Background: an optimization exercise with open tools, aiming at small area, a short achievable clock period and few clock cycles. Do not read the settings as production practice.
Function was checked by simulation only, so behaviour that the tests miss may differ from the original.
No activity file was given, so power comes from the tool's default toggle rates.

run a:
==> flow/design.v (excerpt) <==
module imd_top #(
	parameter int REG_WIDTH = imd_pkg::IMD_REG_WIDTH_DEF
) (
	input  logic			clk,
	input  logic			nrst,
	input  logic [3:0]		i_imuldiv_op,		 
	input  logic [REG_WIDTH-1:0]	i_rs_val,
	input  logic [REG_WIDTH-1:0]	i_rt_val,
	input  logic			i_mem_stall,
	input  logic			i_fetch_stall,
	input  logic			i_nullify_execute,
	input  logic			i_nullify_mem,
	input  logic			i_nullify_wb,
	output logic			o_exec_stall,		 
	output logic [REG_WIDTH-1:0]	o_rd_val,
	output logic			o_rd_valid
);
	localparam int W = REG_WIDTH;
	localparam int CW = $clog2(W);
	localparam int K = 4;			 
	localparam int NSTEP = W / K;
	logic		st_prep;	 
	logic		st_mul;		 
	logic		st_mfin;	 
	logic		st_size;	 
	logic		st_norm;	 
	logic		st_div;		 
	logic		st_neg;		 
	logic [W-1:0]	hi, lo;		 
	logic [W-1:0]	d;		 
	logic [W-1:0]	m;		 
	logic [CW-1:0]	cnt;		 
	logic [CW:0]	za, zb;		 
	logic		cy;		 
	logic [K-1:0]	ps, pc;		 
	logic		md;		 
	logic		short_m;	 
	logic		nl, nd;		 
	logic		neg_l, neg_h;	 
	logic		zl;		 
	logic		hz, lz;		 
	logic		mthi_m, mtlo_m, mthi_w, mtlo_w;
	logic		rd_hi;		 
	logic [W-1:0]	hi_seq, lo_seq;	 
	logic		op_mf, op_mfhi, op_mthi, op_mtlo, op_mul, op_div, op_signed;
	logic		busy, last, fin, stallable;
	logic		free;		 
	logic		adv, ld_arith, ld_mt, wr_mt;
	assign op_mfhi = (i_imuldiv_op == imd_pkg::IMD_MFHI);
	assign op_mf = op_mfhi || (i_imuldiv_op == imd_pkg::IMD_MFLO);
	assign op_mthi = (i_imuldiv_op == imd_pkg::IMD_MTHI);
	assign op_mtlo = (i_imuldiv_op == imd_pkg::IMD_MTLO);
	assign op_mul = (i_imuldiv_op == imd_pkg::IMD_MULT) || (i_imuldiv_op == imd_pkg::IMD_MULTU);
	assign op_div = (i_imuldiv_op == imd_pkg::IMD_DIV) || (i_imuldiv_op == imd_pkg::IMD_DIVU);
	assign op_signed = (i_imuldiv_op == imd_pkg::IMD_MULT) || (i_imuldiv_op == imd_pkg::IMD_DIV);
  ...
Size: ~2500 cells after synthesis, roughly 170 flip-flops, about 110 I/O pins.
export LEC_CHECK = 0
export CAP_MARGIN = 20
export CORE_MARGIN = 2
export CORE_UTILIZATION = 40
export SETUP_SLACK_MARGIN = 2.5
export SLEW_MARGIN = 20
create_clock -name core_clock -period 6.5 [get_ports {clk}]
standard.sh (not shown) runs the stock make flow with config.mk's settings and CLKGATE_MAP_FILE= SYNTH_SCRIPT=/design/flow/synth_recipe.tcl, a recipe that flattens the netlist after the stock synthesis.
==> flow/flow/run.sh <==
#!/bin/bash
# Standard layout with two placement/repair knobs changed:
#  - port buffers are plain sky130 buffers (buf_1) instead of the delay cell
#    buffer_ports picks by default; every port still gets its own buffer;
#  - the resizer may change a cell's footprint when it repairs timing.
set -euo pipefail
bash standard.sh MATCH_CELL_FOOTPRINT=0 "BUFFER_PORTS_ARGS=-buffer_cell sky130_fd_sc_hd__buf_1" finish > standard_make.log 2>&1
Testbench counts of run a, summed over its fixed seeds: cycles 31,558.
Changes in run b relative to run a:
--- a/flow/design.v
+++ b/flow/design.v
@@ -85,23 +85,23 @@
 	assign wr_mt = adv && !i_nullify_wb;
 	logic		a_neg, b_neg;
 	assign a_neg = op_signed && i_rs_val[W-1];
 	assign b_neg = op_signed && i_rt_val[W-1];
 	function automatic logic is_small(input logic [W-1:0] v, input logic sgn);
 		is_small = (v[W-1:W/2] == '0) || (sgn && (v[W-1:W/2-1] == '1));
 	endfunction
 	logic		rs_small, rt_small, swap;
 	logic [W-1:0]	lo_in, d_in;
 	assign rs_small = is_small(i_rs_val, op_signed);
 	assign rt_small = is_small(i_rt_val, op_signed);
-	assign swap = op_mul && !rs_small && rt_small;
+	assign swap = 1'b0;
 	assign lo_in = swap ? i_rt_val : i_rs_val;
 	assign d_in = swap ? i_rs_val : i_rt_val;
 	localparam int CSW = W + K;
 	function automatic logic [2*CSW-1:0] csa(input logic [CSW-1:0] x, input logic [CSW-1:0] y,
 		input logic [CSW-1:0] z);
 		logic [CSW-1:0] s, c;
 		s = x ^ y ^ z;
 		c = ((x & y) | (x & z) | (y & z)) << 1;
 		csa = {c, s};
 	endfunction
 	logic [CSW-1:0]	pp [K];
@@ -201,42 +201,42 @@
 				st_neg <= ((st_mfin || end_div) && (neg_l || neg_h));
 			end
 		end
 	end
 	always_ff @(posedge clk)
 	begin
 		if (adv && !i_nullify_execute && op_mf)
 			rd_hi <= op_mfhi;
 		if (ld_arith)
 		begin
 			md <= op_div;
-			short_m <= rs_small || rt_small;
+			short_m <= rs_small;
 			nl <= swap ? b_neg : a_neg;
 			nd <= swap ? a_neg : b_neg;
 			neg_l <= a_neg ^ b_neg;
 			neg_h <= op_div ? a_neg : (a_neg ^ b_neg);
 			cy <= 1'b0;
 			ps <= '0;
 			pc <= '0;
 		end
 		else if (st_mul)
 		begin
 			cy <= pend[K];
 			ps <= cs_s[K-1:0];
 			pc <= cs_c[K-1:0];
 		end
 		if (st_mfin)
 			zl <= (pend[K-1:0] == '0) && (short_m ?
 				((sum[W/2-1:0] == '0) && (lo[W-1:W/2+K] == '0)) : (lo[W-1:K] == '0));
 		if (ld_arith)
-			cnt <= CW'((rs_small || rt_small) ? NSTEP / 2 - 1 : NSTEP - 1);
+			cnt <= CW'(rs_small ? NSTEP / 2 - 1 : NSTEP - 1);
 		else if (st_norm)
 			cnt <= sh[CW-1:0];
 		else if (st_mul || st_div)
 			cnt <= cnt - 1'b1;
 		if (st_size)
 		begin
 			za <= clz(lo);
 			zb <= clz(d);
 		end
 		if (ld_arith)
 			d <= d_in;
[summary]
- Summary of run b over run a: synthesized netlist cell count now sits higher, final weighted congestion in routability-driven placement has decreased, synthesized area saw a decrease.
- Changes observed in run b relative to run a: sequential share of layout area has increased, first-pass GRT wire length dropped about 0.65%, overall power after layout went down.
- Between run b and run a, the share of total power in the clock network is lower for run a.
- On die outline height, the lower figure sits with run b, not run a.
- Post-route standard cell area excluding fillers ended up 340 um^2 lower on run b than on run a.
- Between run b and run a, relative area change from synthesis to final layout is lower for run b, run a comes in above that.
- Re share of total power in combinational logic: run a was higher than run b.
- Compared with run a, die area in run b decreased slightly.
- Comparing run b and run a, the lower area of placed instances was measured on run b.
- Number of buffers and inverters on the critical path ended up 1 lower on run b than on run a.
Testbench counts of run b, summed over its fixed seeds: cycles 32,818.

-- afterwards: timing with drivers on the ports --
In the flow no input, the clock included, has a driving cell. The finished layouts below were timed again as built, in two steps. Step 1: set_driving_cell puts a clkbuf_16 on clk and a buf_2 on each other input, an assumption about the parent block. Step 2 times the ports against the registers' clock, not the clock port: input delays grow and output delays shrink by t, the midpoint of the rising clock arrivals with the driver on. a / b / c = ideal / step 1 / step 2; a / b = the first two.
| run | shift t [ns] | setup slack, ns | clock arrival spread, ns | cell pins on the clock port's net |
|---|---|---|---|---|
| run a | 0.579 | 2.427 / 2.464 / 1.884 | 0.022 / 0.023 | 1 |
| run b | 0.560 | 2.489 / 2.489 / 2.138 | 0.019 / 0.019 | 1 |
After both steps every run listed still meets setup and hold. For run a, which loses most, drivers alone change the setup slack by +0.037 ns; drivers and shift together by -0.543 ns.
